Context: an optimization exercise on an open-source flow, tuned for small area and few clock cycles per item. The choices shown serve that exercise and are no tape-out recipe. At most, simulation tests tie the RTL to the original design; equivalence was not proved. For runs 2 and 3, only the layout was checked, not whether the RTL still works.

## flow/design.v (module list and top-level ports; edited modules follow where they fit)
// module fp_mult_pipe: 1338 lines
// module fp_mult_fa: 10 lines
// module fp_mult_ha: 9 lines
// module fp_mult_bselt: 10 lines
module fp_mult_pipe #(
    parameter int EXP_W = 8,
    parameter int MAN_W = 23
) (
    input  logic                   clk,
    input  logic                   rst_n,
    input  logic                   in_valid,
    output logic                   in_ready,
    input  logic [EXP_W+MAN_W:0]   a,
    input  logic [EXP_W+MAN_W:0]   b,
    output logic                   out_valid,
    input  logic                   out_ready,
    output logic [EXP_W+MAN_W:0]   product,
    output logic [4:0]             flags
);
  // ...
==> flow/flow/run.sh <==
#!/bin/bash
# Standard layout (standard.sh) with these changes:
# - the port buffers are buf_2 cells;
# - right after synthesis every combinational cell is set to its smallest drive
#   strength (flow/downsize.tcl); the repair steps size up what timing needs;
# - the buffers that timing-driven global placement inserts are taken out again
#   right after it (flow/post_gpl.tcl), so the later repair steps add only what
#   slew, capacitance and timing need;
# - the repair steps do not clone gates.
# Each tool's output goes to its own log in this folder.
set -euo pipefail
export BUFFER_PORTS_ARGS="-buffer_cell sky130_fd_sc_hd__buf_2"
bash standard.sh synth > synth.log 2>&1
DS_ODB="$PWD/orfs/results/$FLOW_PLATFORM/fp_mult_pipe/base/1_synth.odb" \
DS_LIB="$FLOW_HOME/platforms/$FLOW_PLATFORM/lib/sky130_fd_sc_hd__tt_025C_1v80.lib" \
DS_MAP="$PWD/flow/downsize_map.txt" \
  openroad -no_init -exit flow/downsize.tcl > downsize.log 2>&1
export SKIP_GATE_CLONING=1
export POST_GLOBAL_PLACE_TCL="$PWD/flow/post_gpl.tcl"
bash standard.sh > standard.log 2>&1
==> flow/flow/downsize.tcl <==
# Replace every combinational cell by the smallest cell of the same function
# (same name but drive strength); the resizer later sizes up what timing needs.
set odb $::env(DS_ODB)
read_liberty $::env(DS_LIB)
read_db $odb
set map [dict create]
set f [open $::env(DS_MAP)]
while {[gets $f line] >= 0} {
  if {[llength $line] == 2} { dict set map [lindex $line 0] [lindex $line 1] }
}
close $f
set n 0
foreach inst [get_cells *] {
  set ref [get_property $inst ref_name]
  if {[dict exists $map $ref]} {
    replace_cell $inst [dict get $map $ref]
    incr n
  }
}
puts "downsize: replaced $n instances"
write_db $odb
==> flow/flow/downsize_map.txt <==
sky130_fd_sc_hd__a2111o_2 sky130_fd_sc_hd__a2111o_1
sky130_fd_sc_hd__a2111o_4 sky130_fd_sc_hd__a2111o_1
sky130_fd_sc_hd__a2111oi_1 sky130_fd_sc_hd__a2111oi_0
sky130_fd_sc_hd__a2111oi_2 sky130_fd_sc_hd__a2111oi_0
sky130_fd_sc_hd__a2111oi_4 sky130_fd_sc_hd__a2111oi_0
sky130_fd_sc_hd__a211o_2 sky130_fd_sc_hd__a211o_1
sky130_fd_sc_hd__a211o_4 sky130_fd_sc_hd__a211o_1
sky130_fd_sc_hd__a211oi_2 sky130_fd_sc_hd__a211oi_1
sky130_fd_sc_hd__a211oi_4 sky130_fd_sc_hd__a211oi_1
sky130_fd_sc_hd__a21bo_4 sky130_fd_sc_hd__a21bo_1
sky130_fd_sc_hd__a21boi_2 sky130_fd_sc_hd__a21boi_0
sky130_fd_sc_hd__a21boi_4 sky130_fd_sc_hd__a21boi_0
sky130_fd_sc_hd__a21o_2 sky130_fd_sc_hd__a21o_1
sky130_fd_sc_hd__a21o_4 sky130_fd_sc_hd__a21o_1
sky130_fd_sc_hd__a21oi_2 sky130_fd_sc_hd__a21oi_1
sky130_fd_sc_hd__a21oi_4 sky130_fd_sc_hd__a21oi_1
sky130_fd_sc_hd__a221o_2 sky130_fd_sc_hd__a221o_1
sky130_fd_sc_hd__a221o_4 sky130_fd_sc_hd__a221o_1
sky130_fd_sc_hd__a221oi_2 sky130_fd_sc_hd__a221oi_1
sky130_fd_sc_hd__a221oi_4 sky130_fd_sc_hd__a221oi_1
sky130_fd_sc_hd__a22o_2 sky130_fd_sc_hd__a22o_1
sky130_fd_sc_hd__a22o_4 sky130_fd_sc_hd__a22o_1
sky130_fd_sc_hd__a22oi_2 sky130_fd_sc_hd__a22oi_1
sky130_fd_sc_hd__a22oi_4 sky130_fd_sc_hd__a22oi_1
sky130_fd_sc_hd__a2bb2o_2 sky130_fd_sc_hd__a2bb2o_1
sky130_fd_sc_hd__a2bb2o_4 sky130_fd_sc_hd__a2bb2o_1
sky130_fd_sc_hd__a2bb2oi_2 sky130_fd_sc_hd__a2bb2oi_1
sky130_fd_sc_hd__a2bb2oi_4 sky130_fd_sc_hd__a2bb2oi_1
sky130_fd_sc_hd__a311o_2 sky130_fd_sc_hd__a311o_1
sky130_fd_sc_hd__a311o_4 sky130_fd_sc_hd__a311o_1
sky130_fd_sc_hd__a311oi_2 sky130_fd_sc_hd__a311oi_1
sky130_fd_sc_hd__a311oi_4 sky130_fd_sc_hd__a311oi_1
sky130_fd_sc_hd__a31o_4 sky130_fd_sc_hd__a31o_1
sky130_fd_sc_hd__a31oi_2 sky130_fd_sc_hd__a31oi_1
sky130_fd_sc_hd__a31oi_4 sky130_fd_sc_hd__a31oi_1
sky130_fd_sc_hd__a32o_2 sky130_fd_sc_hd__a32o_1
sky130_fd_sc_hd__a32o_4 sky130_fd_sc_hd__a32o_1
sky130_fd_sc_hd__a32oi_2 sky130_fd_sc_hd__a32oi_1
sky130_fd_sc_hd__a32oi_4 sky130_fd_sc_hd__a32oi_1
sky130_fd_sc_hd__a41o_2 sky130_fd_sc_hd__a41o_1
sky130_fd_sc_hd__a41o_4 sky130_fd_sc_hd__a41o_1
sky130_fd_sc_hd__a41oi_2 sky130_fd_sc_hd__a41oi_1
sky130_fd_sc_hd__a41oi_4 sky130_fd_sc_hd__a41oi_1
sky130_fd_sc_hd__and2_2 sky130_fd_sc_hd__and2_0
sky130_fd_sc_hd__and2_4 sky130_fd_sc_hd__and2_0
sky130_fd_sc_hd__and2b_2 sky130_fd_sc_hd__and2b_1
sky130_fd_sc_hd__and2b_4 sky130_fd_sc_hd__and2b_1
sky130_fd_sc_hd__and3_2 sky130_fd_sc_hd__and3_1
sky130_fd_sc_hd__and3_4 sky130_fd_sc_hd__and3_1
sky130_fd_sc_hd__and3b_2 sky130_fd_sc_hd__and3b_1
sky130_fd_sc_hd__and3b_4 sky130_fd_sc_hd__and3b_1
sky130_fd_sc_hd__and4_2 sky130_fd_sc_hd__and4_1
sky130_fd_sc_hd__and4_4 sky130_fd_sc_hd__and4_1
sky130_fd_sc_hd__and4b_2 sky130_fd_sc_hd__and4b_1
sky130_fd_sc_hd__and4b_4 sky130_fd_sc_hd__and4b_1
sky130_fd_sc_hd__and4bb_4 sky130_fd_sc_hd__and4bb_1
sky130_fd_sc_hd__maj3_2 sky130_fd_sc_hd__maj3_1
sky130_fd_sc_hd__maj3_4 sky130_fd_sc_hd__maj3_1
sky130_fd_sc_hd__mux2_4 sky130_fd_sc_hd__mux2_1
sky130_fd_sc_hd__mux2_8 sky130_fd_sc_hd__mux2_1
sky130_fd_sc_hd__mux2i_2 sky130_fd_sc_hd__mux2i_1
sky130_fd_sc_hd__mux2i_4 sky130_fd_sc_hd__mux2i_1
sky130_fd_sc_hd__mux4_1 sky130_fd_sc_hd__mux4_2
sky130_fd_sc_hd__mux4_4 sky130_fd_sc_hd__mux4_2
sky130_fd_sc_hd__nand2_2 sky130_fd_sc_hd__nand2_1
sky130_fd_sc_hd__nand2_4 sky130_fd_sc_hd__nand2_1
sky130_fd_sc_hd__nand2_8 sky130_fd_sc_hd__nand2_1
sky130_fd_sc_hd__nand2b_2 sky130_fd_sc_hd__nand2b_1
sky130_fd_sc_hd__nand2b_4 sky130_fd_sc_hd__nand2b_1
sky130_fd_sc_hd__nand3_2 sky130_fd_sc_hd__nand3_1
sky130_fd_sc_hd__nand3_4 sky130_fd_sc_hd__nand3_1
sky130_fd_sc_hd__nand3b_2 sky130_fd_sc_hd__nand3b_1
sky130_fd_sc_hd__nand3b_4 sky130_fd_sc_hd__nand3b_1
sky130_fd_sc_hd__nand4_2 sky130_fd_sc_hd__nand4_1
sky130_fd_sc_hd__nand4_4 sky130_fd_sc_hd__nand4_1
sky130_fd_sc_hd__nand4b_2 sky130_fd_sc_hd__nand4b_1
sky130_fd_sc_hd__nand4b_4 sky130_fd_sc_hd__nand4b_1
sky130_fd_sc_hd__nand4bb_2 sky130_fd_sc_hd__nand4bb_1
sky130_fd_sc_hd__nand4bb_4 sky130_fd_sc_hd__nand4bb_1
sky130_fd_sc_hd__nor2_2 sky130_fd_sc_hd__nor2_1
sky130_fd_sc_hd__nor2_4 sky130_fd_sc_hd__nor2_1
sky130_fd_sc_hd__nor2_8 sky130_fd_sc_hd__nor2_1
sky130_fd_sc_hd__nor2b_2 sky130_fd_sc_hd__nor2b_1
sky130_fd_sc_hd__nor2b_4 sky130_fd_sc_hd__nor2b_1
sky130_fd_sc_hd__nor3_2 sky130_fd_sc_hd__nor3_1
sky130_fd_sc_hd__nor3_4 sky130_fd_sc_hd__nor3_1
sky130_fd_sc_hd__nor3b_2 sky130_fd_sc_hd__nor3b_1
sky130_fd_sc_hd__nor3b_4 sky130_fd_sc_hd__nor3b_1
sky130_fd_sc_hd__nor4_2 sky130_fd_sc_hd__nor4_1
sky130_fd_sc_hd__nor4_4 sky130_fd_sc_hd__nor4_1
sky130_fd_sc_hd__nor4b_2 sky130_fd_sc_hd__nor4b_1
sky130_fd_sc_hd__nor4b_4 sky130_fd_sc_hd__nor4b_1
sky130_fd_sc_hd__nor4bb_2 sky130_fd_sc_hd__nor4bb_1
sky130_fd_sc_hd__nor4bb_4 sky130_fd_sc_hd__nor4bb_1
sky130_fd_sc_hd__o2111a_2 sky130_fd_sc_hd__o2111a_1
sky130_fd_sc_hd__o2111a_4 sky130_fd_sc_hd__o2111a_1
sky130_fd_sc_hd__o2111ai_2 sky130_fd_sc_hd__o2111ai_1
sky130_fd_sc_hd__o2111ai_4 sky130_fd_sc_hd__o2111ai_1
sky130_fd_sc_hd__o211a_4 sky130_fd_sc_hd__o211a_1
sky130_fd_sc_hd__o211ai_2 sky130_fd_sc_hd__o211ai_1
sky130_fd_sc_hd__o211ai_4 sky130_fd_sc_hd__o211ai_1
sky130_fd_sc_hd__o21a_2 sky130_fd_sc_hd__o21a_1
sky130_fd_sc_hd__o21a_4 sky130_fd_sc_hd__o21a_1
sky130_fd_sc_hd__o21ai_2 sky130_fd_sc_hd__o21ai_0
sky130_fd_sc_hd__o21ai_4 sky130_fd_sc_hd__o21ai_0
sky130_fd_sc_hd__o21ba_4 sky130_fd_sc_hd__o21ba_1
sky130_fd_sc_hd__o21bai_2 sky130_fd_sc_hd__o21bai_1
sky130_fd_sc_hd__o21bai_4 sky130_fd_sc_hd__o21bai_1
sky130_fd_sc_hd__o221a_4 sky130_fd_sc_hd__o221a_1
sky130_fd_sc_hd__o221ai_2 sky130_fd_sc_hd__o221ai_1
sky130_fd_sc_hd__o221ai_4 sky130_fd_sc_hd__o221ai_1
sky130_fd_sc_hd__o22a_2 sky130_fd_sc_hd__o22a_1
sky130_fd_sc_hd__o22a_4 sky130_fd_sc_hd__o22a_1
sky130_fd_sc_hd__o22ai_2 sky130_fd_sc_hd__o22ai_1
sky130_fd_sc_hd__o22ai_4 sky130_fd_sc_hd__o22ai_1
sky130_fd_sc_hd__o2bb2a_2 sky130_fd_sc_hd__o2bb2a_1
sky130_fd_sc_hd__o2bb2a_4 sky130_fd_sc_hd__o2bb2a_1
sky130_fd_sc_hd__o2bb2ai_2 sky130_fd_sc_hd__o2bb2ai_1
sky130_fd_sc_hd__o2bb2ai_4 sky130_fd_sc_hd__o2bb2ai_1
sky130_fd_sc_hd__o311a_2 sky130_fd_sc_hd__o311a_1
sky130_fd_sc_hd__o311a_4 sky130_fd_sc_hd__o311a_1
sky130_fd_sc_hd__o311ai_2 sky130_fd_sc_hd__o311ai_0
sky130_fd_sc_hd__o311ai_4 sky130_fd_sc_hd__o311ai_0
sky130_fd_sc_hd__o31a_2 sky130_fd_sc_hd__o31a_1
sky130_fd_sc_hd__o31a_4 sky130_fd_sc_hd__o31a_1
sky130_fd_sc_hd__o31ai_2 sky130_fd_sc_hd__o31ai_1
sky130_fd_sc_hd__o31ai_4 sky130_fd_sc_hd__o31ai_1
sky130_fd_sc_hd__o32a_2 sky130_fd_sc_hd__o32a_1
sky130_fd_sc_hd__o32a_4 sky130_fd_sc_hd__o32a_1
sky130_fd_sc_hd__o32ai_2 sky130_fd_sc_hd__o32ai_1
sky130_fd_sc_hd__o32ai_4 sky130_fd_sc_hd__o32ai_1
sky130_fd_sc_hd__o41a_2 sky130_fd_sc_hd__o41a_1
sky130_fd_sc_hd__o41a_4 sky130_fd_sc_hd__o41a_1
sky130_fd_sc_hd__o41ai_2 sky130_fd_sc_hd__o41ai_1
sky130_fd_sc_hd__o41ai_4 sky130_fd_sc_hd__o41ai_1
sky130_fd_sc_hd__or2_4 sky130_fd_sc_hd__or2_0
sky130_fd_sc_hd__or2b_2 sky130_fd_sc_hd__or2b_1
sky130_fd_sc_hd__or2b_4 sky130_fd_sc_hd__or2b_1
sky130_fd_sc_hd__or3_2 sky130_fd_sc_hd__or3_1
sky130_fd_sc_hd__or3_4 sky130_fd_sc_hd__or3_1
sky130_fd_sc_hd__or3b_4 sky130_fd_sc_hd__or3b_1
sky130_fd_sc_hd__or4_2 sky130_fd_sc_hd__or4_1
sky130_fd_sc_hd__or4_4 sky130_fd_sc_hd__or4_1
sky130_fd_sc_hd__or4b_4 sky130_fd_sc_hd__or4b_1
sky130_fd_sc_hd__or4bb_2 sky130_fd_sc_hd__or4bb_1
sky130_fd_sc_hd__or4bb_4 sky130_fd_sc_hd__or4bb_1
sky130_fd_sc_hd__sdlclkp_2 sky130_fd_sc_hd__sdlclkp_1
sky130_fd_sc_hd__sdlclkp_4 sky130_fd_sc_hd__sdlclkp_1
sky130_fd_sc_hd__xnor2_2 sky130_fd_sc_hd__xnor2_1
sky130_fd_sc_hd__xnor2_4 sky130_fd_sc_hd__xnor2_1
sky130_fd_sc_hd__xnor3_2 sky130_fd_sc_hd__xnor3_1
sky130_fd_sc_hd__xnor3_4 sky130_fd_sc_hd__xnor3_1
sky130_fd_sc_hd__xor2_2 sky130_fd_sc_hd__xor2_1
sky130_fd_sc_hd__xor2_4 sky130_fd_sc_hd__xor2_1
sky130_fd_sc_hd__xor3_2 sky130_fd_sc_hd__xor3_1
sky130_fd_sc_hd__xor3_4 sky130_fd_sc_hd__xor3_1
==> flow/flow/post_gpl.tcl <==
# After timing-driven global placement: take out the buffers it inserted
# (the port buffers stay); the resize and CTS repair steps add back what
# slew, capacitance and timing need.
set bufs [get_cells -quiet place*]
puts "post_gpl: removing [llength $bufs] placement buffers"
if { [llength $bufs] > 0 } {
  remove_buffers $bufs
}
==> flow/standard.sh <==
#!/bin/bash
# synth_recipe.tcl (not shown) runs the flow's synth.tcl, then flattens the netlist and writes it again
# the make line also repeats each setting of config.mk as NAME=value (left out here)
make -C /OpenROAD-flow-scripts/flow DESIGN_CONFIG=/design/flow/config.mk WORK_HOME=/design/flow/orfs CLKGATE_MAP_FILE= SYNTH_SCRIPT=/design/flow/synth_recipe.tcl "${@:-finish}"
==> flow/config.mk <==
export PLATFORM = sky130hd
export DESIGN_NAME = fp_mult_pipe
export DESIGN_NICKNAME = fp_mult_pipe
export VERILOG_FILES = /design/flow/design.v
export SDC_FILE = /design/flow/constraint.sdc
export NUM_CORES = 4
export LEC_CHECK = 0
export CAP_MARGIN = 20
export CORE_MARGIN = 2
export CORE_UTILIZATION = 40
export GPL_TIMING_DRIVEN = 1
export SETUP_SLACK_MARGIN = 0.05
export SLEW_MARGIN = 20
export SYNTH_HIERARCHICAL = 1
==> flow/constraint.sdc <==
create_clock -name core_clock -period 7.5 [get_ports {clk}]
set_input_delay 1.5000 -clock core_clock [delete_from_list [all_inputs] [get_ports {clk}]]
set_output_delay 1.5000 -clock core_clock [all_outputs]
set_load 0.01 [all_outputs]
==> results_tabular.tex, run 1 <==
\begin{tabular}{lr}
\hline
Metric & Value \\
\hline
\multicolumn{2}{l}{\textbf{Status}} \\
\quad Outcome & timing/DRC/antenna clean \\
\multicolumn{2}{l}{\textbf{Cells and area}} \\
\quad Fraction of layout instances using a drive strength above 1 & between 5 and 6\% \\
\quad Area occupied by registers & $\sim$0.0012 sq mm \\
\quad Leading cell type in the layout, fill and taps excluded & sky130\_fd\_sc\_hd\_\_xnor2\_1 \\
\quad Multi-input gate share of the layout cell area & roughly 86\% \\
\quad Number of signal-net buffers in the layout & 33 \\
\quad Count of non-CTS inverters in the layout & 45 \\
\quad Final-layout non-clock buffer area share & approximately 2.0\% \\
\quad Area of combinational cells with multiple inputs & around 0.015 sq mm \\
\quad Number of nets in the layout & between 2000 and 2500 \\
\multicolumn{2}{l}{\textbf{Run}} \\
\quad Max-cap violation count & 0 \\
\multicolumn{2}{l}{\textbf{Clock network}} \\
\quad Clock sinks & 41 \\
\multicolumn{2}{l}{\textbf{Global route}} \\
\quad Global-route wire length before repair & 88.2 mm \\
\quad Met1 Usage GRT & between 30\% and 40\% \\
\quad Congestion Overflow GR & 0 \\
\multicolumn{2}{l}{\textbf{STA}} \\
\quad Worst relative slew slack & around a third \\
\quad Share of the cycle needed by the critical path after routing & between 90\% and 100\% \\
\quad Clock tree skew after final layout & roughly 4.3 ps \\
\quad Total negative setup slack & 0 ps \\
\quad Unrepaired setup endpoints after global routing & false \\
\multicolumn{2}{l}{\textbf{Placement}} \\
\quad Number of instances in the placed design & roughly 2200 \\
\multicolumn{2}{l}{\textbf{Die}} \\
\quad Starting density of the core & 40.5\% \\
\multicolumn{2}{l}{\textbf{Detailed routing}} \\
\quad Initial detailed-routing violation count & around 1700 \\
\quad Via count & about 14000 \\
\quad Amount of wire on met3 after detailed routing & $\sim$8 mm \\
\multicolumn{2}{l}{\textbf{Setup path}} \\
\quad Data required time of the critical path & about 7500 ps \\
\quad Combined buffer and inverter count along the critical path & 0 \\
\quad Slowest cell on crit path & sky130\_fd\_sc\_hd\_\_fa\_1 \\
\quad Number of stages on the worst setup path & 18 \\
\quad Worst Setup EP & p\_r[33] \\
\multicolumn{2}{l}{\textbf{Yosys}} \\
\quad Synth Instances & roughly 1700 \\
\quad Synth Area per Inst & approximately 9.7 sq um \\
\multicolumn{2}{l}{\textbf{Min path}} \\
\quad Tightest Hold Check Type & in -> async \\
\hline
\end{tabular}
Testbench counts, summed over its fixed seeds: cycles 8,008, items 8,000.
==> run 2: changes to the inputs <==
--- a/flow/design.v
+++ b/flow/design.v
@@ -1285,19 +1285,17 @@
     logic s875, c876;
     fp_mult_fa u_s875 (.x(c706), .y(s787), .z(c786), .s(s875), .c(c876));
     logic s877, c878;
     fp_mult_fa u_s877 (.x(p299), .y(s789), .z(c788), .s(s877), .c(c878));
     logic s879, c880;
     fp_mult_fa u_s879 (.x(q311), .y(p300), .z(c790), .s(s879), .c(c880));
     assign tx_s = {c880, c878, c876, c874, c872, c870, c868, c866, c864, c862, c860, c858, c856, c854, c852, c850, c848, c846, c844, c842, c840, c838, c836, c834, c832, c830, c828, c826, c824, c822, c820, c818, c816, c814, c812, c810, c808, c806, c804, c802, c800, c798, c796, c794, c792, s791, p2, bn0};
     assign ty_s = {q312, s879, s877, s875, s873, s871, s869, s867, s865, s863, s861, s859, s857, s855, s853, s851, s849, s847, s845, s843, s841, s839, s837, s835, s833, s831, s829, s827, s825, s823, s821, s819, s817, s815, s813, s811, s809, s807, s805, s803, s801, s799, s797, s795, s793, p3, 1'b0, p1};
-    assign prod_s = tx_s + ty_s;
-    assign phi_s = prod_s[47:22];
-    assign st_s = |prod_s[21:0];
+    fp_mult_add u_add (.x(tx_s), .y(ty_s), .s(phi_s), .st(st_s));
     always_ff @(posedge clk or negedge rst_n) begin
         if (!rst_n) v_r <= 1'b0;
         else if (in_ready) v_r <= in_valid;
     end
     always_ff @(posedge clk) begin
         if (in_ready) begin
             p_r  <= phi_s;
             st_r <= st_s;
@@ -1360,8 +1358,221 @@
     input  logic two,
     input  logic neg,
     input  logic a0,
     input  logic a1,
     output logic p
 );
     assign p = ((one & a0) | (two & a1)) ^ neg;
 endmodule
+module fp_mult_add (
+    input  logic [47:0] x,
+    input  logic [47:0] y,
+    output logic [47:22] s,
+    output logic st
+);
+    logic [47:0] g, p;
+    assign g = x & y;
+    assign p = x ^ y;
+    logic G1; assign G1 = g[1] | (p[1] & g[0]);
+    logic P1; assign P1 = p[1] & p[0];
+    logic G2; assign G2 = g[3] | (p[3] & g[2]);
+    logic P2; assign P2 = p[3] & p[2];
+    logic G3; assign G3 = g[5] | (p[5] & g[4]);
+    logic P3; assign P3 = p[5] & p[4];
+    logic G4; assign G4 = g[7] | (p[7] & g[6]);
+    logic P4; assign P4 = p[7] & p[6];
+    logic G5; assign G5 = g[9] | (p[9] & g[8]);
+    logic P5; assign P5 = p[9] & p[8];
+    logic G6; assign G6 = g[11] | (p[11] & g[10]);
+    logic P6; assign P6 = p[11] & p[10];
+    logic G7; assign G7 = g[13] | (p[13] & g[12]);
+    logic P7; assign P7 = p[13] & p[12];
+    logic G8; assign G8 = g[15] | (p[15] & g[14]);
+    logic P8; assign P8 = p[15] & p[14];
+    logic G9; assign G9 = g[17] | (p[17] & g[16]);
+    logic P9; assign P9 = p[17] & p[16];
+    logic G10; assign G10 = g[19] | (p[19] & g[18]);
+    logic P10; assign P10 = p[19] & p[18];
+    logic G11; assign G11 = g[21] | (p[21] & g[20]);
+    logic P11; assign P11 = p[21] & p[20];
+    logic G12; assign G12 = g[23] | (p[23] & g[22]);
+    logic P12; assign P12 = p[23] & p[22];
+    logic G13; assign G13 = g[25] | (p[25] & g[24]);
+    logic P13; assign P13 = p[25] & p[24];
+    logic G14; assign G14 = g[27] | (p[27] & g[26]);
+    logic P14; assign P14 = p[27] & p[26];
+    logic G15; assign G15 = g[29] | (p[29] & g[28]);
+    logic P15; assign P15 = p[29] & p[28];
+    logic G16; assign G16 = g[31] | (p[31] & g[30]);
+    logic P16; assign P16 = p[31] & p[30];
+    logic G17; assign G17 = g[33] | (p[33] & g[32]);
+    logic P17; assign P17 = p[33] & p[32];
+    logic G18; assign G18 = g[35] | (p[35] & g[34]);
+    logic P18; assign P18 = p[35] & p[34];
+    logic G19; assign G19 = g[37] | (p[37] & g[36]);
+    logic P19; assign P19 = p[37] & p[36];
+    logic G20; assign G20 = g[39] | (p[39] & g[38]);
+    logic P20; assign P20 = p[39] & p[38];
+    logic G21; assign G21 = g[41] | (p[41] & g[40]);
+    logic P21; assign P21 = p[41] & p[40];
+    logic G22; assign G22 = g[43] | (p[43] & g[42]);
+    logic P22; assign P22 = p[43] & p[42];
+    logic G23; assign G23 = g[45] | (p[45] & g[44]);
+    logic P23; assign P23 = p[45] & p[44];
+    logic G24; assign G24 = g[47] | (p[47] & g[46]);
+    logic P24; assign P24 = p[47] & p[46];
+    logic G25; assign G25 = G2 | (P2 & G1);
+    logic P25; assign P25 = P2 & P1;
+    logic G26; assign G26 = G4 | (P4 & G3);
+    logic P26; assign P26 = P4 & P3;
+    logic G27; assign G27 = G6 | (P6 & G5);
+    logic P27; assign P27 = P6 & P5;
+    logic G28; assign G28 = G8 | (P8 & G7);
+    logic P28; assign P28 = P8 & P7;
+    logic G29; assign G29 = G10 | (P10 & G9);
+    logic P29; assign P29 = P10 & P9;
+    logic G30; assign G30 = G12 | (P12 & G11);
+    logic P30; assign P30 = P12 & P11;
+    logic G31; assign G31 = G14 | (P14 & G13);
+    logic P31; assign P31 = P14 & P13;
+    logic G32; assign G32 = G16 | (P16 & G15);
+    logic P32; assign P32 = P16 & P15;
+    logic G33; assign G33 = G18 | (P18 & G17);
+    logic P33; assign P33 = P18 & P17;
+    logic G34; assign G34 = G20 | (P20 & G19);
+    logic P34; assign P34 = P20 & P19;
+    logic G35; assign G35 = G22 | (P22 & G21);
+    logic P35; assign P35 = P22 & P21;
+    logic G36; assign G36 = G24 | (P24 & G23);
+    logic P36; assign P36 = P24 & P23;
+    logic G37; assign G37 = G26 | (P26 & G25);
+    logic P37; assign P37 = P26 & P25;
+    logic G38; assign G38 = G28 | (P28 & G27);
+    logic P38; assign P38 = P28 & P27;
+    logic G39; assign G39 = G30 | (P30 & G29);
+    logic P39; assign P39 = P30 & P29;
+    logic G40; assign G40 = G32 | (P32 & G31);
+    logic P40; assign P40 = P32 & P31;
+    logic G41; assign G41 = G34 | (P34 & G33);
+    logic P41; assign P41 = P34 & P33;
+    logic G42; assign G42 = G36 | (P36 & G35);
+    logic P42; assign P42 = P36 & P35;
+    logic G43; assign G43 = G38 | (P38 & G37);
+    logic P43; assign P43 = P38 & P37;
+    logic G44; assign G44 = G40 | (P40 & G39);
+    logic P44; assign P44 = P40 & P39;
+    logic G45; assign G45 = G42 | (P42 & G41);
+    logic P45; assign P45 = P42 & P41;
+    logic G46; assign G46 = G44 | (P44 & G43);
+    logic P46; assign P46 = P44 & P43;
+    logic G47; assign G47 = G45 | (P45 & G46);
+    logic P47; assign P47 = P45 & P46;
+    logic G48; assign G48 = G39 | (P39 & G43);
+    logic P48; assign P48 = P39 & P43;
+    logic G49; assign G49 = G41 | (P41 & G46);
+    logic P49; assign P49 = P41 & P46;
+    logic G50; assign G50 = G27 | (P27 & G37);
+    logic P50; assign P50 = P27 & P37;
+    logic G51; assign G51 = G29 | (P29 & G43);
+    logic P51; assign P51 = P29 & P43;
+    logic G52; assign G52 = G31 | (P31 & G48);
+    logic P52; assign P52 = P31 & P48;
+    logic G53; assign G53 = G33 | (P33 & G46);
+    logic P53; assign P53 = P33 & P46;
+    logic G54; assign G54 = G35 | (P35 & G49);
+    logic P54; assign P54 = P35 & P49;
+    logic G55; assign G55 = G3 | (P3 & G25);
+    logic P55; assign P55 = P3 & P25;
+    logic G56; assign G56 = G5 | (P5 & G37);
+    logic P56; assign P56 = P5 & P37;
+    logic G57; assign G57 = G7 | (P7 & G50);
+    logic P57; assign P57 = P7 & P50;
+    logic G58; assign G58 = G9 | (P9 & G43);
+    logic P58; assign P58 = P9 & P43;
+    logic G59; assign G59 = G11 | (P11 & G51);
+    logic P59; assign P59 = P11 & P51;
+    logic G60; assign G60 = G13 | (P13 & G48);
+    logic P60; assign P60 = P13 & P48;
+    logic G61; assign G61 = G15 | (P15 & G52);
+    logic P61; assign P61 = P15 & P52;
+    logic G62; assign G62 = G17 | (P17 & G46);
+    logic P62; assign P62 = P17 & P46;
+    logic G63; assign G63 = G19 | (P19 & G53);
+    logic P63; assign P63 = P19 & P53;
+    logic G64; assign G64 = G21 | (P21 & G49);
+    logic P64; assign P64 = P21 & P49;
+    logic G65; assign G65 = G23 | (P23 & G54);
+    logic P65; assign P65 = P23 & P54;
+    logic G66; assign G66 = g[2] | (p[2] & G1);
+    logic P66; assign P66 = p[2] & P1;
+    logic G67; assign G67 = g[4] | (p[4] & G25);
+    logic P67; assign P67 = p[4] & P25;
+    logic G68; assign G68 = g[6] | (p[6] & G55);
+    logic P68; assign P68 = p[6] & P55;
+    logic G69; assign G69 = g[8] | (p[8] & G37);
+    logic P69; assign P69 = p[8] & P37;
+    logic G70; assign G70 = g[10] | (p[10] & G56);
+    logic P70; assign P70 = p[10] & P56;
+    logic G71; assign G71 = g[12] | (p[12] & G50);
+    logic P71; assign P71 = p[12] & P50;
+    logic G72; assign G72 = g[14] | (p[14] & G57);
+    logic P72; assign P72 = p[14] & P57;
+    logic G73; assign G73 = g[16] | (p[16] & G43);
+    logic P73; assign P73 = p[16] & P43;
+    logic G74; assign G74 = g[18] | (p[18] & G58);
+    logic P74; assign P74 = p[18] & P58;
+    logic G75; assign G75 = g[20] | (p[20] & G51);
+    logic P75; assign P75 = p[20] & P51;
+    logic G76; assign G76 = g[22] | (p[22] & G59);
+    logic P76; assign P76 = p[22] & P59;
+    logic G77; assign G77 = g[24] | (p[24] & G48);
+    logic P77; assign P77 = p[24] & P48;
+    logic G78; assign G78 = g[26] | (p[26] & G60);
+    logic P78; assign P78 = p[26] & P60;
+    logic G79; assign G79 = g[28] | (p[28] & G52);
+    logic P79; assign P79 = p[28] & P52;
+    logic G80; assign G80 = g[30] | (p[30] & G61);
+    logic P80; assign P80 = p[30] & P61;
+    logic G81; assign G81 = g[32] | (p[32] & G46);
+    logic P81; assign P81 = p[32] & P46;
+    logic G82; assign G82 = g[34] | (p[34] & G62);
+    logic P82; assign P82 = p[34] & P62;
+    logic G83; assign G83 = g[36] | (p[36] & G53);
+    logic P83; assign P83 = p[36] & P53;
+    logic G84; assign G84 = g[38] | (p[38] & G63);
+    logic P84; assign P84 = p[38] & P63;
+    logic G85; assign G85 = g[40] | (p[40] & G49);
+    logic P85; assign P85 = p[40] & P49;
+    logic G86; assign G86 = g[42] | (p[42] & G64);
+    logic P86; assign P86 = p[42] & P64;
+    logic G87; assign G87 = g[44] | (p[44] & G54);
+    logic P87; assign P87 = p[44] & P54;
+    logic G88; assign G88 = g[46] | (p[46] & G65);
+    logic P88; assign P88 = p[46] & P65;
+    assign s[22] = p[22] ^ G59;
+    assign s[23] = p[23] ^ G76;
+    assign s[24] = p[24] ^ G48;
+    assign s[25] = p[25] ^ G77;
+    assign s[26] = p[26] ^ G60;
+    assign s[27] = p[27] ^ G78;
+    assign s[28] = p[28] ^ G52;
+    assign s[29] = p[29] ^ G79;
+    assign s[30] = p[30] ^ G61;
+    assign s[31] = p[31] ^ G80;
+    assign s[32] = p[32] ^ G46;
+    assign s[33] = p[33] ^ G81;
+    assign s[34] = p[34] ^ G62;
+    assign s[35] = p[35] ^ G82;
+    assign s[36] = p[36] ^ G53;
+    assign s[37] = p[37] ^ G83;
+    assign s[38] = p[38] ^ G63;
+    assign s[39] = p[39] ^ G84;
+    assign s[40] = p[40] ^ G49;
+    assign s[41] = p[41] ^ G85;
+    assign s[42] = p[42] ^ G64;
+    assign s[43] = p[43] ^ G86;
+    assign s[44] = p[44] ^ G54;
+    assign s[45] = p[45] ^ G87;
+    assign s[46] = p[46] ^ G65;
+    assign s[47] = p[47] ^ G88;
+    assign st = (p[0]) | (p[1] ^ g[0]) | (p[2] ^ G1) | (p[3] ^ G66) | (p[4] ^ G25) | (p[5] ^ G67) | (p[6] ^ G55) | (p[7] ^ G68) | (p[8] ^ G37) | (p[9] ^ G69) | (p[10] ^ G56) | (p[11] ^ G70) | (p[12] ^ G50) | (p[13] ^ G71) | (p[14] ^ G57) | (p[15] ^ G72) | (p[16] ^ G43) | (p[17] ^ G73) | (p[18] ^ G58) | (p[19] ^ G74) | (p[20] ^ G51) | (p[21] ^ G75);
+endmodule
==> flow/flow/run.sh (replaced) <==
#!/bin/bash
# Standard layout with two changes: the port buffers are buf_2 cells, and right
# after synthesis every combinational cell is set to its smallest drive strength
# (the standard repair steps then size up what timing and slew need).
set -euo pipefail
export BUFFER_PORTS_ARGS="-buffer_cell sky130_fd_sc_hd__buf_2"
bash standard.sh synth > synth.log 2>&1
DS_ODB="$PWD/orfs/results/$FLOW_PLATFORM/fp_mult_pipe/base/1_synth.odb" \
DS_LIB="$FLOW_HOME/platforms/$FLOW_PLATFORM/lib/sky130_fd_sc_hd__tt_025C_1v80.lib" \
DS_MAP="$PWD/flow/downsize_map.txt" \
  openroad -no_init -exit flow/downsize.tcl > downsize.log 2>&1
export SKIP_GATE_CLONING=1
bash standard.sh > standard.log 2>&1
removed: flow/flow/post_gpl.tcl
==> results_tabular.tex, run 2 <==
\begin{tabular}{lr}
\hline
Metric & Value \\
\hline
\multicolumn{2}{l}{\textbf{Cells and area}} \\
\quad Number of nets in the layout & 2337 (was 2110) \\
\quad Flip-flop count of the largest register after layout & 26 (unchanged) \\
\quad Fraction of layout instances using a drive strength above 1 & 22.6\% (was 5.48\%) \\
\quad Final standard cell utilization of the core & 50.1\% (was 44.0\%) \\
\quad Top register by number of flip-flops & p\_r (unchanged) \\
\quad Post-Layout Cell Count & 2428 (was 2229) \\
\quad Registers with the most flip-flops & p\_r: 26 flops, e\_r: 9 flops (unchanged) \\
\quad Leading cell type in the layout, fill and taps excluded & sky130\_fd\_sc\_hd\_\_fa\_1 (was sky130\_fd\_sc\_hd\_\_xnor2\_1) \\
\quad Synth-to-layout area growth & 24.2\% (was 8.51\%) \\
\quad Most frequent cells in the layout & sky130\_fd\_sc\_hd\_\_fa\_1, sky130\_fd\_sc\_hd\_\_xnor2\_1, sky130\_fd\_sc\_hd\_\_a22oi\_1 (was sky130\_fd\_sc\_hd\_\_xnor2\_1, sky130\_fd\_sc\_hd\_\_a22oi\_1, sky130\_fd\_sc\_hd\_\_fa\_1) \\
\quad Number of diodes added for antenna fixing & 0 (unchanged) \\
\multicolumn{2}{l}{\textbf{Detailed routing}} \\
\quad Number of vias per cell & 5.94 (was 6.46) \\
\quad Via count & 14400 (about the same) \\
\quad Initial detailed-routing violation count & 1388 (was 1650) \\
\quad DRC violations left & 0 (unchanged) \\
\quad Number of iterations in the first detailed-routing pass & 6 (unchanged) \\
\quad Aggregate routed wire length & 55.3 mm (was 59.0 mm) \\
\quad Mean routed wirelength per cell & 22.8 um (was 26.5 um) \\
\quad Remaining antenna violation count after routing & 0 (unchanged) \\
\multicolumn{2}{l}{\textbf{Die}} \\
\quad Cell Rows & 73 (was 74) \\
\quad Boundary Pins & 107 (unchanged) \\
\quad Die Footprint & 0.0415 sq mm (was 0.0429 sq mm) \\
\quad Starting density of the core & 40.3\% (was 40.5\%) \\
\quad Die span in y & 204 um (was 207 um) \\
\quad Die X & 204 um (was 207 um) \\
\quad Core footprint & 0.0395 sq mm (was 0.0407 sq mm) \\
\multicolumn{2}{l}{\textbf{Clock network}} \\
\quad Clock-pin slew of the registers on the worst-case setup and hold paths & 70 ps (was 50 ps) \\
\quad Clock Tree Root & sky130\_fd\_sc\_hd\_\_clkbuf\_16 (unchanged) \\
\quad Clock sinks & 41 (unchanged) \\
\quad CTS H-tree lvls & 2 (unchanged) \\
\quad Clock insertion delay at the later pin of the skew report & 300 ps (was 290 ps) \\
\quad Inserted Clock Buffers & 5 (unchanged) \\
\quad Number of hold buffers added after CTS & 0 (unchanged) \\
\quad Number of buffers between clock root and the deepest sink & 2 (unchanged) \\
\quad TritonCTS clock tree & built (unchanged) \\
\multicolumn{2}{l}{\textbf{STA}} \\
\quad Share of the cycle needed by the critical path after routing & 96.9\% (was 98.0\%) \\
\quad Final hold vios & 0 (unchanged) \\
\quad Total negative setup slack & 0 ps (unchanged) \\
\quad Max Clock Freq & 138 MHz (was 136 MHz) \\
\quad Unrepaired setup endpoints after global routing & false (unchanged) \\
\quad Final worst-path setup slack & 229 ps (was 154 ps) \\
\quad Fin crit period & 7270 ps (was 7350 ps) \\
\quad Worst relative slew slack & 42.6\% (was 32.3\%) \\
\quad Worst Max-Slew Pin Slew & 854 ps (was 1020 ps) \\
\quad Final slew viol count & 0 (unchanged) \\
\quad Clock tree skew after final layout & 13.4 ps (was 4.30 ps) \\
\quad Setup Viol. Count Final & 0 (unchanged) \\
\multicolumn{2}{l}{\textbf{Setup path}} \\
\quad R2R Setup Slk & 6190 ps (was 5950 ps) \\
\quad Beginning of the worst register-to-register path & v\_r (unchanged) \\
\quad Critical path class & in -> reg (unchanged) \\
\quad First element of the critical path & b[11] (was b[14]) \\
\quad Max FO, Critical Path & 18 (was 12) \\
\quad Endpoint of the most critical register-to-register path & p\_r[24] (was m1\_r) \\
\quad Startpoint type of the worst setup path & input port (unchanged) \\
\quad Data required time of the critical path & 7550 ps (was 7510 ps) \\
\quad Arrival @ worst endpoint & 7320 ps (was 7360 ps) \\
\quad Kind of end point of the critical path & flip-flop (unchanged) \\
\quad Worst Setup EP & p\_r[45] (was p\_r[33]) \\
\quad Worst-case reg-to-reg path depth & 2 (was 1) \\
\multicolumn{2}{l}{\textbf{Yosys}} \\
\quad Count of yosys warnings during synthesis & 7 (unchanged) \\
\quad Synth Instances & 1568 (was 1706) \\
\quad Synth Area per Inst & 10.2 sq um (was 9.67 sq um) \\
\quad Area of the mapped netlist & 0.0160 sq mm (was 0.0165 sq mm) \\
\quad Post-synth net total & 2003 (was 2120) \\
\multicolumn{2}{l}{\textbf{Min path}} \\
\quad Tightest Hold Check Type & reg -> reg (was in -> async) \\
\multicolumn{2}{l}{\textbf{Global route}} \\
\quad Via count of the first global-routing pass & 14700 (was 14000) \\
\quad Congestion Overflow GR & 0 (unchanged) \\
\quad Total routing resource utilization after global routing & 26.5\% (was 26.3\%) \\
\quad Global-route wire length before repair & 84.3 mm (was 88.2 mm) \\
\quad Initial antenna violation count & 2 (was 0) \\
\quad Pin count of the biggest net entering global routing & 44 (was 43) \\
\multicolumn{2}{l}{\textbf{Placement}} \\
\quad Number of instances in the placed design & 2415 (was 2192) \\
\quad Port-buffer cells & 106 (unchanged) \\
\quad Routability Congestion & $\sim$0.92 \\
\quad Setup WS pre-CTS & -206 ps (was -828 ps) \\
\quad Total half-perimeter wirelength after legalization and detailed placement & 44.5 mm (was 41.5 mm) \\
\multicolumn{2}{l}{\textbf{Status}} \\
\quad Outcome & timing/DRC/antenna clean (unchanged) \\
\multicolumn{2}{l}{\textbf{Run}} \\
\quad Max-cap violation count & 0 (unchanged) \\
\hline
\end{tabular}
-- run 2: timing repair --
item,in CTS,in global routing
resized for setup,0,40
hold endpoints to repair,0,0
endpoints found under the setup margin,0,20
buffers inserted,0,5
-- run 2: layer usage --
metal / global-route usage [%] / part of all wire, %
met1: 36.3 / 42
met2: 41.3 / 45
met3: 6.33 / 9.8
met4: 8.45 / 3.2
met5: 0 / 0
-- run 2: through the flow --
stage                     hold slack (ps)  area [sq um]
after floorplan                      1200         16200
after global placement                853         19400
after detailed placement              927         19400
after CTS                             947         19600
after global routing                  954         19800
final                                 906         19800
-- run 2: worst max-delay path, cell delays in order --
cell and delay, ps:
sky130_fd_sc_hd__buf_2 130, sky130_fd_sc_hd__buf_4 170, sky130_fd_sc_hd__xor2_2 190, sky130_fd_sc_hd__buf_12 170, sky130_fd_sc_hd__buf_4 140, sky130_fd_sc_hd__a22oi_1 210, sky130_fd_sc_hd__xnor2_1 170, sky130_fd_sc_hd__fa_1 520
sky130_fd_sc_hd__fa_1 440, sky130_fd_sc_hd__fa_1 490, sky130_fd_sc_hd__fa_1 570, sky130_fd_sc_hd__fa_1 450, sky130_fd_sc_hd__ha_1 330, sky130_fd_sc_hd__nand4_1 160, sky130_fd_sc_hd__nor2_1 80, sky130_fd_sc_hd__a221oi_2 260
sky130_fd_sc_hd__nand3_1 160, sky130_fd_sc_hd__a31oi_4 220, sky130_fd_sc_hd__o21bai_2 100, sky130_fd_sc_hd__a211o_1 310, sky130_fd_sc_hd__fa_1 380, sky130_fd_sc_hd__xor2_1 150
-- run 2: worst min path at each step --
stage / from / end / cells after the start
floorplan: rst_n / v_r / 0
global placement: v_r / v_r / 3
detailed placement: v_r / v_r / 3
CTS: v_r / v_r / 3
global route: rst_n / v_r / 1
finish: v_r / v_r / 3
-- run 2: cell type report --
class                      instances  area, sq um
tap                              525          657
fill                            3681        19700
inverter                          53          199
sequential                        41         1230
timing repair buffer             362         2770
clock inverter                     3         28.8
clock buffer                       5          125
multi-input combinational       1439        14800
==> run 3: changes to the inputs <==
--- a/flow/flow/run.sh
+++ b/flow/flow/run.sh
@@ -10,4 +10,5 @@
 DS_MAP="$PWD/flow/downsize_map.txt" \
   openroad -no_init -exit flow/downsize.tcl > downsize.log 2>&1
 export SKIP_GATE_CLONING=1
+export POST_GLOBAL_PLACE_TCL="$PWD/flow/post_gpl.tcl"
 bash standard.sh > standard.log 2>&1
==> flow/flow/post_gpl.tcl (new file) <==
# After timing-driven global placement: take out the buffers it inserted
# (the port buffers stay); the resize and CTS repair steps add back what
# slew, capacitance and timing need.
set bufs [get_cells -quiet place*]
puts "post_gpl: removing [llength $bufs] placement buffers"
if { [llength $bufs] > 0 } {
  remove_buffers $bufs
}
==> results_tabular.tex, run 3 <==
\begin{tabular}{lr}
\hline
Metric & Value \\
\hline
\multicolumn{2}{l}{\textbf{Placement}} \\
\quad Post-place instance area & 0.0168 sq mm (was 0.0194 sq mm) \\
\quad Total half-perimeter wirelength after legalization and detailed placement & 38.4 mm (was 44.5 mm) \\
\quad Number of instances in the placed design & 2063 (was 2415) \\
\quad Setup WS pre-CTS & -799 ps (was -206 ps) \\
\quad Port-buffer cells & 106 (unchanged) \\
\multicolumn{2}{l}{\textbf{Clock network}} \\
\quad TritonCTS clock tree & built (unchanged) \\
\quad Clock sinks & 41 (unchanged) \\
\quad CTS H-tree lvls & 2 (unchanged) \\
\quad Clock insertion delay at the later pin of the skew report & 290 ps (was 300 ps) \\
\quad Number of buffers between clock root and the deepest sink & 2 (unchanged) \\
\quad Number of hold buffers added after CTS & 0 (unchanged) \\
\quad Clock-pin slew of the registers on the worst-case setup and hold paths & 70 ps (about the same) \\
\quad Clock Tree Root & sky130\_fd\_sc\_hd\_\_clkbuf\_16 (unchanged) \\
\quad Inserted Clock Buffers & 5 (unchanged) \\
\multicolumn{2}{l}{\textbf{Detailed routing}} \\
\quad Number of iterations in the first detailed-routing pass & 6 (unchanged) \\
\quad Mean routed wirelength per cell & 26.0 um (was 22.8 um) \\
\quad Remaining antenna violation count after routing & 0 (unchanged) \\
\quad Initial detailed-routing violation count & 1505 (was 1388) \\
\quad Number of vias per cell & 6.38 (was 5.94) \\
\quad DRC violations left & 0 (unchanged) \\
\quad Aggregate routed wire length & 55.1 mm (was 55.3 mm) \\
\quad Via count & 13500 (was 14400) \\
\multicolumn{2}{l}{\textbf{Cells and area}} \\
\quad Leading cell type in the layout, fill and taps excluded & sky130\_fd\_sc\_hd\_\_fa\_1 (unchanged) \\
\quad Synth-to-layout area growth & 11.2\% (was 24.2\%) \\
\quad Most frequent cells in the layout & sky130\_fd\_sc\_hd\_\_fa\_1, sky130\_fd\_sc\_hd\_\_xnor2\_1, sky130\_fd\_sc\_hd\_\_a22oi\_1 (unchanged) \\
\quad Flip-flop count of the largest register after layout & 26 (unchanged) \\
\quad Post-Layout Cell Count & 2122 (was 2428) \\
\quad Layout filler cell count & 3707 (was 3681) \\
\quad Number of nets in the layout & 2031 (was 2337) \\
\quad Number of diodes added for antenna fixing & 0 (unchanged) \\
\quad Top register by number of flip-flops & p\_r (unchanged) \\
\quad Fraction of layout instances using a drive strength above 1 & 8.02\% (was 22.6\%) \\
\quad Post-route cell area & 0.0177 sq mm (was 0.0198 sq mm) \\
\quad Registers with the most flip-flops & p\_r: 26 flops, e\_r: 9 flops (unchanged) \\
\multicolumn{2}{l}{\textbf{Status}} \\
\quad Outcome & timing/DRC/antenna clean (unchanged) \\
\multicolumn{2}{l}{\textbf{Die}} \\
\quad Die span in y & 204 um (unchanged) \\
\quad Die Footprint & 0.0415 sq mm (unchanged) \\
\quad Die X & 204 um (unchanged) \\
\quad Core footprint & 0.0395 sq mm (unchanged) \\
\quad Cell Rows & 73 (unchanged) \\
\quad Starting density of the core & 40.3\% (unchanged) \\
\quad Boundary Pins & 107 (unchanged) \\
\multicolumn{2}{l}{\textbf{STA}} \\
\quad Hold WS & 834 ps (was 906 ps) \\
\quad Share of the cycle needed by the critical path after routing & 97.4\% (was 96.9\%) \\
\quad Total negative setup slack & 0 ps (unchanged) \\
\quad Fin crit period & 7310 ps (was 7270 ps) \\
\quad Final hold vios & 0 (unchanged) \\
\quad Final worst-path setup slack & 193 ps (was 229 ps) \\
\quad Worst Max-Slew Pin Slew & 958 ps (was 854 ps) \\
\quad Max Clock Freq & 137 MHz (was 138 MHz) \\
\quad Worst relative slew slack & 35.6\% (was 42.6\%) \\
\quad Setup Viol. Count Final & 0 (unchanged) \\
\quad Unrepaired setup endpoints after global routing & true (was false) \\
\quad Clock tree skew after final layout & 3.79 ps (was 13.4 ps) \\
\quad Final slew viol count & 0 (unchanged) \\
\multicolumn{2}{l}{\textbf{Min path}} \\
\quad Worst hold stages & 2 (was 3) \\
\quad Tightest Hold Check Type & reg -> reg (unchanged) \\
\quad Worst Hold Launch & v\_r (unchanged) \\
\quad Endpoint, Worst Hold & v\_r (unchanged) \\
\multicolumn{2}{l}{\textbf{Yosys}} \\
\quad Post-synth net total & 2003 (unchanged) \\
\quad Count of yosys warnings during synthesis & 7 (unchanged) \\
\quad Synth Instances & 1568 (unchanged) \\
\quad Area of the mapped netlist & 0.0160 sq mm (unchanged) \\
\quad Synth Area per Inst & 10.2 sq um (unchanged) \\
\multicolumn{2}{l}{\textbf{Setup path}} \\
\quad Critical path class & in -> reg (unchanged) \\
\quad Kind of end point of the critical path & flip-flop (unchanged) \\
\quad First element of the critical path & b[2] (was b[11]) \\
\quad Slowest cell on crit path & sky130\_fd\_sc\_hd\_\_fa\_1 (unchanged) \\
\quad Endpoint of the most critical register-to-register path & m1\_r (was p\_r[24]) \\
\quad Beginning of the worst register-to-register path & v\_r (unchanged) \\
\quad Worst-case reg-to-reg path depth & 2 (unchanged) \\
\quad Stage delay of the slowest cell on the critical path & 560 ps (was 570 ps) \\
\quad Max FO, Critical Path & 12 (was 18) \\
\quad Most repeated library cell on the critical path & sky130\_fd\_sc\_hd\_\_fa\_1 (unchanged) \\
\quad Arrival @ worst endpoint & 7340 ps (was 7320 ps) \\
\quad Kind of cell adding the most delay to the critical path & adder cells (unchanged) \\
\quad Cells along the critical path & nand2b\_1 > o21ai\_4 > a22oi\_1 > xnor2\_1 > fa\_1 > fa\_1 > fa\_1 > ha\_1 > nand2\_1 > nor2\_1 > o31ai\_1 > o211ai\_1 > a21o\_1 > a21o\_1 > a31o\_2 > fa\_1 > nor4\_1 > nand4\_1 > or4\_1 (was buf\_2 > buf\_4 > xor2\_2 > buf\_12 > buf\_4 > a22oi\_1 > xnor2\_1 > fa\_1 > fa\_1 > fa\_1 > fa\_1 > fa\_1 > ha\_1 > nand4\_1 > nor2\_1 > a221oi\_2 > nand3\_1 > a31oi\_4 > o21bai\_2 > a211o\_1 > fa\_1 > xor2\_1) \\
\quad Data required time of the critical path & 7530 ps (was 7550 ps) \\
\quad R2R Setup Slk & 6200 ps (was 6190 ps) \\
\quad Startpoint type of the worst setup path & input port (unchanged) \\
\quad Combined buffer and inverter count along the critical path & 0 (was 4) \\
\multicolumn{2}{l}{\textbf{Global route}} \\
\quad Initial antenna violation count & 0 (was 2) \\
\quad Total routing resource utilization after global routing & 26.2\% (was 26.5\%) \\
\quad Via count of the first global-routing pass & 13600 (was 14700) \\
\quad Pin count of the biggest net entering global routing & 43 (was 44) \\
\quad Global-route wire length before repair & 83.0 mm (was 84.3 mm) \\
\quad Congestion Overflow GR & 0 (unchanged) \\
\multicolumn{2}{l}{\textbf{Run}} \\
\quad Max-cap violation count & 0 (unchanged) \\
\hline
\end{tabular}
[run 3: worst register-to-register path: stages, from the launching register on]
cell and delay [ps]:
sky130_fd_sc_hd__dfrtp_1 430, sky130_fd_sc_hd__nand2b_2 290, sky130_fd_sc_hd__buf_12 260
[run 3: area by class of cell]
class                           count  area [sq um]  area share, %
Multi-Input combinational cell   1439         14900           83.9
Clock buffer                        5           125          0.705
Clock inverter                      3          28.8          0.162
Timing Repair Buffer               56           613           3.45
Inverter                           53           214           1.21
Sequential cell                    41          1230           6.91
Tap cell                          525           657           3.70
[run 3: what timing repair did]
item                                    CTS  global route
pin swaps                                16            18
endpoints found under the setup margin   38            45
gates resized for setup                  11            31
setup buffers                            20            30
endpoints found under the hold margin     0             0
[run 3: per-layer routing]
| metal | share of wire (%) | GRT usage, % |
|---|---|---|
| met4 | 2.6 | 6.36 |
| met5 | 0 | 0 |
| met2 | 46 | 42.1 |
| met1 | 41 | 35.9 |
| met3 | 10 | 5.69 |
[run 3: through the flow]
stage                     utilization (%)
after floorplan                         -
after CTS                            43.5
final                                44.9
after detailed placement             42.5
after global placement               49.1
after global routing                 44.9
[run 3: worst max-delay path by stage]
| stage | to | slack (ps) | cells past startpoint |
|---|---|---|---|
| 2_1_floorplan | st_r | 50 | 19 |
| 3_3_place_gp | st_r | -130 | 22 |
| 3_5_place_dp | p_r[45] | -800 | 19 |
| 4_1_cts | p_r[45] | 30 | 18 |
| 5_1_grt | p_r[45] | -6 | 19 |
| 6_report | st_r | 190 | 19 |

static timing again, ports no longer ideal:
The flow's constraints put no driver on any port. The routed layouts listed below were extracted and timed again, unchanged, in two steps. Step 1 assumes that a clkbuf_16 drives the clock port and a buf_2 every other input. Step 2, shift: input delay + t, output delay - t, t = (earliest + latest rising clock arrival at the registers) / 2. This alone moves slack from input paths to output paths. Three values: ideal, step 1, step 2; two values: the first two.
run	shift t [ns]	setup slack, ns	worst setup path at the end	latest minus earliest clock arrival (ns)	worst register clock-pin slew, ns
run 1	0.320	0.154 / -0.817 / -1.137	input to register	0.008 / 0.008	0.06 / 0.06
run 2	0.329	0.229 / 0.209 / -0.119	input to register	0.013 / 0.013	0.07 / 0.07
run 3	0.331	0.193 / -1.092 / -1.423	input to register	0.006 / 0.005	0.07 / 0.07
Met with ideal ports but missed after step 2: setup timing in every run listed. The setup slack of run 3, which loses most, moves by -1.285 ns with the drivers and by -1.616 ns with both steps.
